This is an optimization exercise on Yosys and OpenROAD, whose aim is small area, not a production implementation.
At most, simulation tests tie the RTL to the original design; equivalence was not proved.
Power and IR drop assume default switching activity. No driver is modelled on the clock port, so clocking that relies on it looks cheaper here than on a real chip.

Design fetch_stage, start of the top module:
module fetch_stage (
    input  logic             clk,
    input  logic             rst,
    input  logic             redirect_valid,
    input  fetch_pkg::addr_t redirect_pc,
    output logic             icache_req_valid,
    output fetch_pkg::addr_t icache_req_addr,
    input  logic             icache_req_ready,
    input  logic             icache_resp_valid,
    input  fetch_pkg::addr_t icache_resp_data,
    output logic             inst_valid,
    output fetch_pkg::addr_t inst,
    output fetch_pkg::addr_t inst_pc,
    output logic             inst_pred_taken,
    output fetch_pkg::addr_t inst_pred_target,
    input  logic             inst_ready,
    input  logic             btb_update_valid,
    input  fetch_pkg::addr_t btb_update_pc,
    input  fetch_pkg::addr_t btb_update_target
);
    localparam int NB = 32;           
    localparam int BW = 60;           
    localparam int NR = 8;            
    localparam logic [2:0] S_REQ  = 3'd0;
    localparam logic [2:0] S_WAIT = 3'd1;
    localparam logic [2:0] S_PRED = 3'd2;
    localparam logic [2:0] S_RASS = 3'd3;    
    localparam logic [2:0] S_RASB = 3'd5;    
  ...
Size: about 6500 cells after synthesis, roughly 270 I/O pins.
export LEC_CHECK = 0
export CAP_MARGIN = 20
export CORE_MARGIN = 2
export CORE_UTILIZATION = 40
export CTS_BUF_LIST = sky130_fd_sc_hd__clkbuf_8
export SLEW_MARGIN = 20
create_clock -name core_clock -period 6.0 [get_ports {clk}]
run.sh (not shown) runs the stock make flow with config.mk's settings and CLKGATE_MAP_FILE= SYNTH_SCRIPT=/design/flow/synth_recipe.tcl, a recipe that flattens the netlist after the stock synthesis.
Then changed:
- CTS_BUF_LIST: sky130_fd_sc_hd__clkbuf_8 -> sky130_fd_sc_hd__clkbuf_4
After rerunning: The changed run finished clean. Worst setup slack loses 0.0054 ns. Worst hold slack loses 0.045 ns. Register-to-register slack stays flat. Die area stays the same. Combinational power hardly moves. Core utilization shrinks by 0.18 points. Wire length rose slightly. Clock power is lower by a few percent. Via count rises by a few percent. Total power shrinks slightly.
No run of this note included a check of the RTL's function; only the layout flow was run.

Setup of garnet:
Another version of the RTL of fetch_stage (not shown whole).
Size in the first run: roughly 2300 flip-flops, about 0.067 mm² of cells after synthesis.
Settings: LEC_CHECK=0, ABC_AREA=1, CAP_MARGIN=20, CORE_MARGIN=2, CORE_UTILIZATION=82, CTS_CLUSTER_DIAMETER=100, CTS_CLUSTER_SIZE=30, SLEW_MARGIN=20; clock period 6.0 ns.
standard.sh (not shown) runs the stock make flow with config.mk's settings and CLKGATE_MAP_FILE= SYNTH_SCRIPT=/design/flow/synth_recipe.tcl, a recipe that flattens the netlist after the stock synthesis.
==> flow/flow/run.sh <==
#!/bin/bash
# Standard layout with buf_1 port buffers and a clock tree without dummy loads.
# Each tool's output goes to a log of its own in this folder.
set -euo pipefail
bash standard.sh \
  BUFFER_PORTS_ARGS="-buffer_cell sky130_fd_sc_hd__buf_1" \
  CTS_ARGS="-sink_clustering_enable -repair_clock_nets -dont_use_dummy_load -sink_clustering_size 30 -sink_clustering_max_diameter 100" \
  finish > standard_make.log 2>&1
Changes in yarrow relative to garnet:
# garnet
export LEC_CHECK = 0
export ABC_AREA = 1
export CAP_MARGIN = 20
export CORE_MARGIN = 2
export CORE_UTILIZATION = 82
export CTS_CLUSTER_DIAMETER = 100
export CTS_CLUSTER_SIZE = 30
export SLEW_MARGIN = 20
create_clock -name core_clock -period 6.0 [get_ports {clk}]
# yarrow
export LEC_CHECK = 0
export ABC_AREA = 1
export CAP_MARGIN = 20
export CORE_MARGIN = 2
export CORE_UTILIZATION = 72
export CTS_CLUSTER_DIAMETER = 100
export CTS_CLUSTER_SIZE = 30
export SLEW_MARGIN = 20
create_clock -name core_clock -period 6.0 [get_ports {clk}]
==> flow/flow/run.sh <==
#!/bin/bash
# Standard layout with buf_1 port buffers and a clock tree without dummy loads.
# Each tool's output goes to a log of its own in this folder.
set -euo pipefail
bash standard.sh \
  BUFFER_PORTS_ARGS="-buffer_cell sky130_fd_sc_hd__buf_1" \
  CTS_ARGS="-sink_clustering_enable -repair_clock_nets -dont_use_dummy_load -sink_clustering_size 34 -sink_clustering_max_diameter 60" \
  finish > standard_make.log 2>&1
- yarrow: full flow OK, the timing, design-rule and antenna checks passed
- Against garnet, worst hold slack in yarrow came out worse.
- The run showing the greater estimated wirelength of the detail-placed design is garnet.
- NOTE: global-route usage in yarrow falls short of that of garnet
- Lower total length of routed wires goes to garnet over yarrow.
- Compared with garnet, the router placed fewer vias in yarrow.
- Comparing garnet and yarrow, the lower worst IR drop on VDD was measured on yarrow.
[inputs] delta vs yarrow
==> flow/flow/run.sh <==
#!/bin/bash
# Standard layout with buf_1 port buffers and a clock tree without dummy loads.
# Each tool's output goes to a log of its own in this folder.
set -euo pipefail
bash standard.sh \
  BUFFER_PORTS_ARGS="-buffer_cell sky130_fd_sc_hd__buf_1" \
  CTS_ARGS="-sink_clustering_enable -repair_clock_nets -dont_use_dummy_load -sink_clustering_size 30 -sink_clustering_max_diameter 100" \
  finish > standard_make.log 2>&1
==> run summary <==
- NOTE: routed wire length in delta falls short of that of yarrow
- Of delta and yarrow, it is delta that has the lower total power per unit cell area.
- Between yarrow and delta, final area is higher for yarrow, delta comes in under that.
- In delta, the fraction of area in clock buffers and inverters came out 1.0 points below the value in yarrow.
- delta against yarrow: vias after detailed routing flat, setup slack after layout barely changed, critical path depth now sits at about the same level.

job 9701:
The RTL this note starts from:
==> flow/design.v <==
package fetch_pkg;
    typedef logic [32-1:0] addr_t;
    typedef enum logic {
        FETCH_IDLE,
        FETCH_WAIT
    } fetch_state_t;
    typedef enum logic [6:0] {
        OP_BRANCH = 7'b1100011,
        OP_JALR   = 7'b1100111,
        OP_JAL    = 7'b1101111
    } opcode_t;
    typedef struct packed {
        logic  valid;
        addr_t tag;
        addr_t target;
    } btb_entry_t;
endpackage
module fetch_stage (
    input  logic             clk,
    input  logic             rst,
    input  logic             redirect_valid,
    input  fetch_pkg::addr_t redirect_pc,
    output logic             icache_req_valid,
    output fetch_pkg::addr_t icache_req_addr,
    input  logic             icache_req_ready,
    input  logic             icache_resp_valid,
    input  fetch_pkg::addr_t icache_resp_data,
    output logic             inst_valid,
    output fetch_pkg::addr_t inst,
    output fetch_pkg::addr_t inst_pc,
    output logic             inst_pred_taken,
    output fetch_pkg::addr_t inst_pred_target,
    input  logic             inst_ready,
    input  logic             btb_update_valid,
    input  fetch_pkg::addr_t btb_update_pc,
    input  fetch_pkg::addr_t btb_update_target
);
    localparam int NB = 32;           
    localparam int BW = 60;           
    localparam int NR = 8;            
    localparam logic [2:0] S_REQ  = 3'd0;
    localparam logic [2:0] S_WAIT = 3'd1;
    localparam logic [2:0] S_PRED = 3'd2;
    localparam logic [2:0] S_RASS = 3'd3;    
    localparam logic [2:0] S_RASB = 3'd5;    
    localparam logic [2:0] S_BTB  = 3'd6;
    localparam logic [2:0] S_SHOW = 3'd4;
    logic [2:0]    state;
    logic [31:0]   pc;
    logic [31:0]   word;
    logic [31:0]   target;
    logic          taken_q;
    logic [4:0]    ph;
    logic [2:0]    top;
    logic [3:0]    count;
    logic [NB*BW-1:0] btb;
    logic [NR*32-1:0] ras;
    assign icache_req_valid = (state == S_REQ);
    assign icache_req_addr  = {pc[31:2], 2'b00};
    assign inst_valid       = (state == S_SHOW);
    assign inst             = word;
    assign inst_pc          = pc;
    assign inst_pred_taken  = taken_q;
    assign inst_pred_target = target;
    logic       is_branch, is_jal, is_jalr, is_jump;
    logic [4:0] rd, rs1;
    logic       rd_link, rs1_link, empty, use_ras;
    assign is_branch = (word[6:0] == 7'b1100011);
    assign is_jal    = (word[6:0] == 7'b1101111);
    assign is_jalr   = (word[6:0] == 7'b1100111);
    assign is_jump   = is_jal || is_jalr;
    assign rd        = word[11:7];
    assign rs1       = word[19:15];
    assign rd_link   = (rd == 5'd1) || (rd == 5'd5);
    assign rs1_link  = (rs1 == 5'd1) || (rs1 == 5'd5);
    assign empty     = (count == 4'd0);
    assign use_ras   = is_jalr && rs1_link && !empty;
    logic [30:0] addend;
    logic [31:0] sum;
    assign addend = (state == S_BTB && is_jal)
                    ? {{12{word[31]}}, word[19:12], word[20], word[30:21]}
                    : 31'd2;
    assign sum    = {pc[31:1] + addend, pc[0]};
    logic [BW-1:0] row0;
    logic          hit, taken;
    assign row0  = btb[BW-1:0];
    assign hit   = row0[BW-1] && (row0[58:32] == {pc[31:7], pc[1:0]});
    assign taken = is_jump || (is_branch && hit);
    logic ras_rd, btb_rd, ras_wr, ras_at_top;
    assign ras_at_top = (ph[2:0] == top);
    assign ras_rd = (state == S_PRED) && use_ras && ras_at_top;
    assign btb_rd = (state == S_BTB) && (ph == pc[6:2]);
    assign ras_wr = (state == S_RASS || state == S_RASB) && ras_at_top;
    logic r_push, r_pop, r_repl;
    assign r_pop  = is_jump && !rd_link && rs1_link;
    assign r_repl = is_jump && rd_link && rs1_link && (rd != rs1) && !empty;
    assign r_push = is_jump && rd_link && !r_repl;
    always_ff @(posedge clk) begin
        if (rst) begin
            state <= S_REQ;
            pc    <= 32'haaaaa000;
            count <= 4'd0;
            top   <= 3'd0;
            ph    <= 5'd0;
        end else begin
            ph <= ph + 5'd1;
            if (redirect_valid) begin
                state <= S_REQ;
                pc    <= redirect_pc;
                count <= 4'd0;
            end else begin
                case (state)
                    S_REQ:  if (icache_req_ready) state <= S_WAIT;
                    S_WAIT: if (icache_resp_valid) state <= S_PRED;
                    S_PRED: if (!use_ras || ras_at_top) begin
                        if (r_push) begin
                            top <= top + 3'd1;
                            if (count != 4'd8) count <= count + 4'd1;
                        end else if (r_pop && !empty) begin
                            top   <= top - 3'd1;
                            count <= count - 4'd1;
                        end
                        if (r_push || r_repl) begin
                            state <= use_ras ? S_RASS : S_RASB;
                        end else begin
                            state <= use_ras ? S_SHOW : S_BTB;
                        end
                    end
                    S_RASS: if (ras_at_top) state <= S_SHOW;
                    S_RASB: if (ras_at_top) state <= S_BTB;
                    S_BTB:  if (btb_rd) state <= S_SHOW;
                    S_SHOW: if (inst_ready) begin
                        state <= S_REQ;
                        pc    <= target;
                    end
                    default: state <= S_REQ;
                endcase
            end
        end
    end
    always_ff @(posedge clk) begin
        if (state == S_WAIT && icache_resp_valid) begin
            word <= icache_resp_data;
        end
        if (ras_rd) begin
            taken_q <= 1'b1;
            target  <= ras[31:0];
        end
        if (btb_rd) begin
            taken_q <= taken;
            if (taken && hit) begin
                target <= row0[31:0];
            end else begin
                target <= sum;
            end
        end
    end
    logic [4:0]    phn;
    logic [4:0]    wpos, kpos;
    logic [BW-1:0] wrow;
    logic [NB-1:0] wsel_n, keep_n;
    assign wpos = btb_update_pc[6:2] - ph - 5'd1;
    assign kpos = btb_update_pc[6:2] + phn;
    assign wrow = {1'b1, btb_update_pc[31:7], btb_update_pc[1:0], btb_update_target};
    always_ff @(posedge clk) begin
        if (rst) phn <= 5'h1f;
        else     phn <= phn - 5'd1;
    end
    always_comb begin
        for (int j = 0; j < NB; j++) begin
            wsel_n[j] = !(btb_update_valid && (wpos == 5'(j)));
            keep_n[j] = btb_update_valid && (kpos == 5'(j));
        end
    end
    always_ff @(posedge clk) begin
        for (int j = 0; j < NB; j++) begin
            btb[j*BW +: BW] <= ~(({BW{wsel_n[j]}} | ~(wrow ^ {BW{j[0]}}))
                                & ({BW{keep_n[j]}} | btb[((j+1)%NB)*BW +: BW]));
            if (rst) begin
                btb[j*BW+BW-1] <= j[0];
            end
        end
    end
    always_ff @(posedge clk) begin
        for (int j = 0; j < NR-1; j++) begin
            ras[j*32 +: 32] <= ras[(j+1)*32 +: 32];
        end
        if (ras_wr) begin
            ras[(NR-1)*32 +: 32] <= sum;
        end else begin
            ras[(NR-1)*32 +: 32] <= ras[31:0];
        end
    end
endmodule
Settings: LEC_CHECK=0, ABC_AREA=1, CAP_MARGIN=20, CORE_MARGIN=2, CORE_UTILIZATION=60, CTS_CLUSTER_DIAMETER=100, CTS_CLUSTER_SIZE=30, GPL_TIMING_DRIVEN=0, SLEW_MARGIN=20; clock period 6.0 ns.
==> flow/flow/run.sh <==
#!/bin/bash
# Standard layout with buf_1 port buffers and a clock tree without dummy loads.
# Each tool's output goes to a log of its own in this folder.
set -euo pipefail
bash standard.sh \
  BUFFER_PORTS_ARGS="-buffer_cell sky130_fd_sc_hd__buf_1" \
  CTS_ARGS="-sink_clustering_enable -repair_clock_nets -dont_use_dummy_load -sink_clustering_size 30 -sink_clustering_max_diameter 100" \
  finish > standard_make.log 2>&1
In summary, job 9701 completed successfully, with a layout that passed the timing, design-rule and antenna checks.
Inputs modified between job 9701 and job 6416:
- CORE_UTILIZATION now 72, was 60
- SLEW_MARGIN now 5, was 20
- CAP_MARGIN now 5, was 20
- GPL_TIMING_DRIVEN no longer set, was 0
### Flow results
As far as worst slack on hold paths is concerned, job 6416 and job 9701 perform about the same. Comparing job 6416 and job 9701, die outline width is higher on job 9701. Job 6416 ends up with a signed area change from the synthesized netlist to the final layout that is 2.9 points lower than in job 9701. Summary: with job 9701 as the reference, via count of the first global-routing pass in job 6416 moved up slightly. As far as global route total overflow goes, job 9701 and job 6416 are indistinguishable; the numbers are identical. Count of input and output buffers in job 6416 vs job 9701: up 30%.
What job 1932 does differently from job 6416 at the input level:
- changing SLEW_MARGIN from 5 to 20
- changing CORE_UTILIZATION from 72 to 60
- changing CAP_MARGIN from 5 to 20
==> flow/run.sh (new file) <==
#!/bin/bash
# synth_recipe.tcl (not shown) runs the flow's synth.tcl, then flattens the netlist and writes it again
# the make line also repeats each setting of config.mk as NAME=value (left out here)
make -C /OpenROAD-flow-scripts/flow DESIGN_CONFIG=/design/flow/config.mk WORK_HOME=/design/flow/orfs CLKGATE_MAP_FILE= SYNTH_SCRIPT=/design/flow/synth_recipe.tcl finish
removed: flow/flow/run.sh
removed: flow/standard.sh
Findings:
Job 1932 — met1 global-route usage 4.4 points lower, job 6416 as reference. Comparing share of the core filled with cells for job 1932 and job 6416, the smaller number came from job 1932. Compared with job 6416, job 1932 shows number of signal-net buffers in the layout that has gone up slightly. Proportion of power drawn by the clock network is lower on job 6416. Wire length of the first global-routing pass in job 1932 vs job 6416: up 5.2%. Via count for job 1932: 939 down relative to job 6416. Worst setup slack ended up 0.27 ns higher on job 1932 than on job 6416. When the final numbers for job 1932 and job 6416 were put side by side, the routed wire length turned out to be smaller in job 6416. Job 1932 | status: complete | timing, DRC, antenna: pass. Job 1932 ends up with higher area of placed instances than job 6416 does. Compared with job 6416, job 1932 shows combinational group power higher by about 2%. Job 1932: worst hold margin is 0.0071 ns higher than what job 6416 reported.
Changes in job 2376 relative to job 1932:
- a deleted ABC_AREA that had been 1
## What came out
Against job 1932, maximum VDD drop in job 2376 fell slightly.
What job 1932 reported for first-pass GRT wire length has to be multiplied by 0.889 to get the figure for job 2376.
| detailed-route wire length | job 2376 vs job 1932 | better |
Going from job 1932 to job 2376, setup slack shrinks by 0.16 ns.
In the flow results for job 2376 and job 1932, the via count normalized by instance count is larger on job 1932.
Relative to job 1932, the shortest period the worst path allows of job 2376 is higher by 0.16 ns.
diff inputs: job 2376 => job 1464
- CORE_UTILIZATION: 60 -> 72
- ABC_AREA: unset -> 1
==> flow/flow/run.sh (new file) <==
#!/bin/bash
# Standard layout with buf_1 port buffers and a clock tree without dummy loads.
# Each tool's output goes to a log of its own in this folder.
set -euo pipefail
bash standard.sh \
  BUFFER_PORTS_ARGS="-buffer_cell sky130_fd_sc_hd__buf_1" \
  CTS_ARGS="-sink_clustering_enable -repair_clock_nets -dont_use_dummy_load -sink_clustering_size 30 -sink_clustering_max_diameter 100" \
  finish > standard_make.log 2>&1
==> flow/standard.sh (new file) <==
#!/bin/bash
# synth_recipe.tcl (not shown) runs the flow's synth.tcl, then flattens the netlist and writes it again
# the make line also repeats each setting of config.mk as NAME=value (left out here)
make -C /OpenROAD-flow-scripts/flow DESIGN_CONFIG=/design/flow/config.mk WORK_HOME=/design/flow/orfs CLKGATE_MAP_FILE= SYNTH_SCRIPT=/design/flow/synth_recipe.tcl "${@:-finish}"
removed: flow/run.sh
Findings:
Cell area | job 1464 vs job 2376 | job 1464 smaller
Start point of the critical path = word[4]$_DFFE_PP_: job 1464; start point of the critical path = state[0]$_SDFFE_PP0P_: job 2376
[compare] base=job 2376 new=job 1464: time the final worst path needs with I/O delays and setup saw an increase, final cell utilization of the core saw an increase, setup slack saw a decrease, overall power saw an increase.

-- port drivers added, routing unchanged --
In the flow no input, the clock included, has a driving cell. The finished layouts below were timed again as built, in two steps.
Step 1: set_driving_cell puts a clkbuf_16 on clk and a buf_2 on each other input, an assumption about the parent block.
Step 2, shift: input delay + t, output delay - t, t = (earliest + latest rising clock arrival at the registers) / 2. This alone moves slack from input paths to output paths.
Three values: ideal, step 1, step 2; two values: the first two.
run	t (ns)	slack for setup (ns)	clock arrival spread, ns
the first run of note 1	1.074	1.446 / 1.446 / 0.774	0.094 / 0.093
the second run of note 1	1.386	1.440 / 1.440 / 0.771	0.104 / 0.104
garnet	0.762	1.645 / 1.645 / 0.969	0.056 / 0.057
yarrow	0.789	1.450 / 1.450 / 0.961	0.142 / 0.142
delta	0.768	1.449 / 1.449 / 0.933	0.056 / 0.056
job 9701	0.782	1.263 / 1.263 / 1.097	0.085 / 0.085
job 6416	0.771	1.292 / 1.292 / 1.246	0.052 / 0.052
job 1932	0.790	1.563 / 1.563 / 1.044	0.035 / 0.034
job 2376	0.784	1.401 / 1.401 / 0.872	0.027 / 0.027
job 1464	0.768	1.283 / 1.283 / 1.253	0.050 / 0.050
After both steps every run listed still meets setup and hold. For garnet, which loses most, drivers alone change the setup slack by 0.000 ns; drivers and shift together by -0.676 ns.
